Background: an optimization exercise with open tools, aiming at small area. Do not read the settings as production practice.
The RTL was checked by simulation tests, not by an equivalence proof against the original design.
Power figures rest on the tool's default switching activity, not on a simulated workload.

## perf_snapshot_unit
module perf_snapshot_unit #(
  parameter int CNT_W = 32
) (
  input  logic             clk,
  input  logic             rst_n,
  input  logic             snap_req,
  input  logic             delta_mode,
  input  logic [CNT_W-1:0] hits,
  input  logic [CNT_W-1:0] misses,
  input  logic [CNT_W-1:0] evictions,
  input  logic [CNT_W-1:0] dirty_evictions,
  input  logic [CNT_W-1:0] predictor_hits,
  input  logic [CNT_W-1:0] predictor_misses,
  input  logic [CNT_W-1:0] stale_events,
  output logic             out_valid,
  input  logic             out_ready,
  output logic [CNT_W-1:0] out_data,
  output logic             out_last,
  output logic [2:0]       out_index,
  output logic             busy,
  output logic [7:0]       drop_count
);
  logic [6:0][CNT_W-1:0] cur, cap, old;
  logic valid_q, first_n, zold, delta_q, accept, xfer, sub_en;
  logic [2:0] idx;
  logic [15:0] seq;
  logic [CNT_W-1:0] a_word, b_word;
  assign cur = {stale_events, predictor_misses, predictor_hits, dirty_evictions,
  ...
For scale: roughly 1200 cells after synthesis, roughly 480 flip-flops, roughly 280 I/O pins, about 0.019 sq mm of cells after synthesis.
export LEC_CHECK = 0
export CAP_MARGIN = 5
export CORE_MARGIN = 2
export CORE_UTILIZATION = 70
export SLEW_MARGIN = 5
create_clock -name core_clock -period 6.0 [get_ports {clk}]
standard.sh (not shown) runs the stock make flow with config.mk's settings and CLKGATE_MAP_FILE= SYNTH_SCRIPT=/design/flow/synth_recipe.tcl, a recipe that flattens the netlist after the stock synthesis.
==> flow/flow/run.sh <==
#!/bin/bash
# Standard layout with smallest port buffers and a lighter clock tree
# (no dummy loads, clkbuf_4 leaf clusters).
export BUFFER_PORTS_ARGS="-buffer_cell sky130_fd_sc_hd__buf_1"
export CTS_ARGS="-sink_clustering_enable -repair_clock_nets -dont_use_dummy_load -buf_list {sky130_fd_sc_hd__clkbuf_4 sky130_fd_sc_hd__clkbuf_8} -sink_clustering_size 10 -sink_clustering_max_diameter 40"
bash standard.sh > standard.log 2>&1
The baseline ran to the end with no violations.
Edit:
==> flow/flow/run.sh (replaced) <==
#!/bin/bash
# Standard layout with smallest port buffers and a lighter clock tree
# (no dummy loads, clkbuf_8 leaf clusters).
export BUFFER_PORTS_ARGS="-buffer_cell sky130_fd_sc_hd__buf_1"
export CTS_ARGS="-sink_clustering_enable -repair_clock_nets -dont_use_dummy_load -buf_list {sky130_fd_sc_hd__clkbuf_8} -sink_clustering_size 16 -sink_clustering_max_diameter 50"
bash standard.sh > standard.log 2>&1
CAP_MARGIN = 0   (was 5)
CORE_UTILIZATION = 55   (was 70)
SLEW_MARGIN = 0   (was 5)
What happened:
- The changed run went through all stages and came out clean
- power shrinks by 1.1%
- worst setup slack improves by 120 ps
- register-to-register slack improves by 40 ps
- combinational power barely changes
- via count shrinks by 3.7%
- die area grows by 27%
Edit:
==> flow/run.sh (new file) <==
#!/bin/bash
# synth_recipe.tcl (not shown) runs the flow's synth.tcl, then flattens the netlist and writes it again
# the make line also repeats each setting of config.mk as NAME=value (left out here)
make -C /OpenROAD-flow-scripts/flow DESIGN_CONFIG=/design/flow/config.mk WORK_HOME=/design/flow/orfs CLKGATE_MAP_FILE= SYNTH_SCRIPT=/design/flow/synth_recipe.tcl finish
CAP_MARGIN = 20   (was 0)
CORE_UTILIZATION = 40   (was 55)
SLEW_MARGIN = 20   (was 0)
removed: flow/flow/run.sh
removed: flow/standard.sh
The new run ran to the end with no violations.
Register-to-register slack is worse by 240 ps.
Via count grows by about 2.2%.
Worst hold slack is better by 52 ps.
Setup slack is worse by 88 ps.
Fmax shrinks by 1.5%.
Utilization shrinks by 11 points.
Edit:
==> flow/flow/run.sh (new file) <==
#!/bin/bash
# Standard layout with smallest port buffers and a lighter clock tree
# (no dummy loads, clkbuf_16 leaf clusters).
export BUFFER_PORTS_ARGS="-buffer_cell sky130_fd_sc_hd__buf_1"
export CTS_ARGS="-sink_clustering_enable -repair_clock_nets -dont_use_dummy_load -buf_list {sky130_fd_sc_hd__clkbuf_16} -sink_clustering_size 30 -sink_clustering_max_diameter 60"
bash standard.sh > standard.log 2>&1
==> flow/standard.sh (new file) <==
#!/bin/bash
# synth_recipe.tcl (not shown) runs the flow's synth.tcl, then flattens the netlist and writes it again
# the make line also repeats each setting of config.mk as NAME=value (left out here)
make -C /OpenROAD-flow-scripts/flow DESIGN_CONFIG=/design/flow/config.mk WORK_HOME=/design/flow/orfs CLKGATE_MAP_FILE= SYNTH_SCRIPT=/design/flow/synth_recipe.tcl "${@:-finish}"
CORE_UTILIZATION = 65   (was 40)
removed: flow/run.sh
After rerunning:
- register-to-register slack gains 440 ps
- routed wire length came out lower by 13%
- setup slack stays flat
Edit:
==> flow/flow/run.sh (replaced) <==
#!/bin/bash
# Standard layout with smallest port buffers and a lighter clock tree
# (no dummy loads, clkbuf_8 leaf clusters).
export BUFFER_PORTS_ARGS="-buffer_cell sky130_fd_sc_hd__buf_1"
export CTS_ARGS="-sink_clustering_enable -repair_clock_nets -dont_use_dummy_load -buf_list {sky130_fd_sc_hd__clkbuf_8} -sink_clustering_size 20 -sink_clustering_max_diameter 60"
bash standard.sh > standard.log 2>&1
CORE_UTILIZATION = 40   (was 65)
Sequential power hardly moves; via count came out lower by 2.2%; synthesized cell count is unchanged; synthesized area stays the same; total power came out lower by about 1.7%; wire length came out higher by about 11%; clock skew came out higher by 55 ps.
Edit:
==> flow/flow/run.sh (replaced) <==
#!/bin/bash
# Standard layout with smallest port buffers and a lighter clock tree
# (no dummy loads, clkbuf_8 leaf clusters).
export BUFFER_PORTS_ARGS="-buffer_cell sky130_fd_sc_hd__buf_1"
export CTS_ARGS="-sink_clustering_enable -repair_clock_nets -dont_use_dummy_load -buf_list {sky130_fd_sc_hd__clkbuf_8} -sink_clustering_size 16 -sink_clustering_max_diameter 50"
bash standard.sh > standard.log 2>&1
CAP_MARGIN = 0   (was 20)
CORE_UTILIZATION = 65   (was 40)
SLEW_MARGIN = 0   (was 20)
The changed run completed without violations.
Cell count goes down by roughly a tenth.
Setup slack barely changes.
Core utilization rises by 29 points.
Non-clock buffer count is lower by 4.
Synthesized cell count is unchanged.
Clock-buffer cell count rose by 2.
Hold slack gets better by 47 ps.
First-iteration DRC count goes up by well over a third.

## afterwards: timing with drivers on the ports
How much do the figures lean on ideal ports? The routed layouts below were timed once more, with nothing changed but the port constraints. Step 1 (the two cells are an assumption about what drives the block):
set clk [get_ports {clk}]
set_driving_cell -lib_cell sky130_fd_sc_hd__clkbuf_16 $clk
set_driving_cell -lib_cell sky130_fd_sc_hd__buf_2 [delete_from_list [all_inputs] $clk]
Step 2 moves the port delays by t, midway between the first and last clock arrival at a register: inputs arrive t later, outputs are due t later. That takes back most of the time a late clock gives input paths. Slacks: ideal / step 1 / step 2; pairs: ideal / step 1.
run | t, ns | setup WS [ns] | worst data-port slew with drivers (ns) | cell pins on the clock port's net
the first run | 0.615 | 0.119 / 0.072 / 0.687 | 0.05 | 1
the second run | 0.648 | 0.236 / 0.188 / 0.836 | 0.04 | 1
the third run | 0.631 | 0.148 / 0.095 / 0.726 | 0.10 | 1
the fourth run | 0.556 | 0.147 / 0.094 / 0.651 | 0.05 | 1
the fifth run | 0.651 | 0.179 / 0.126 / 0.777 | 0.11 | 1
the sixth run | 0.601 | 0.176 / 0.126 / 0.727 | 0.05 | 1
After both steps setup and hold are still met in every run listed.
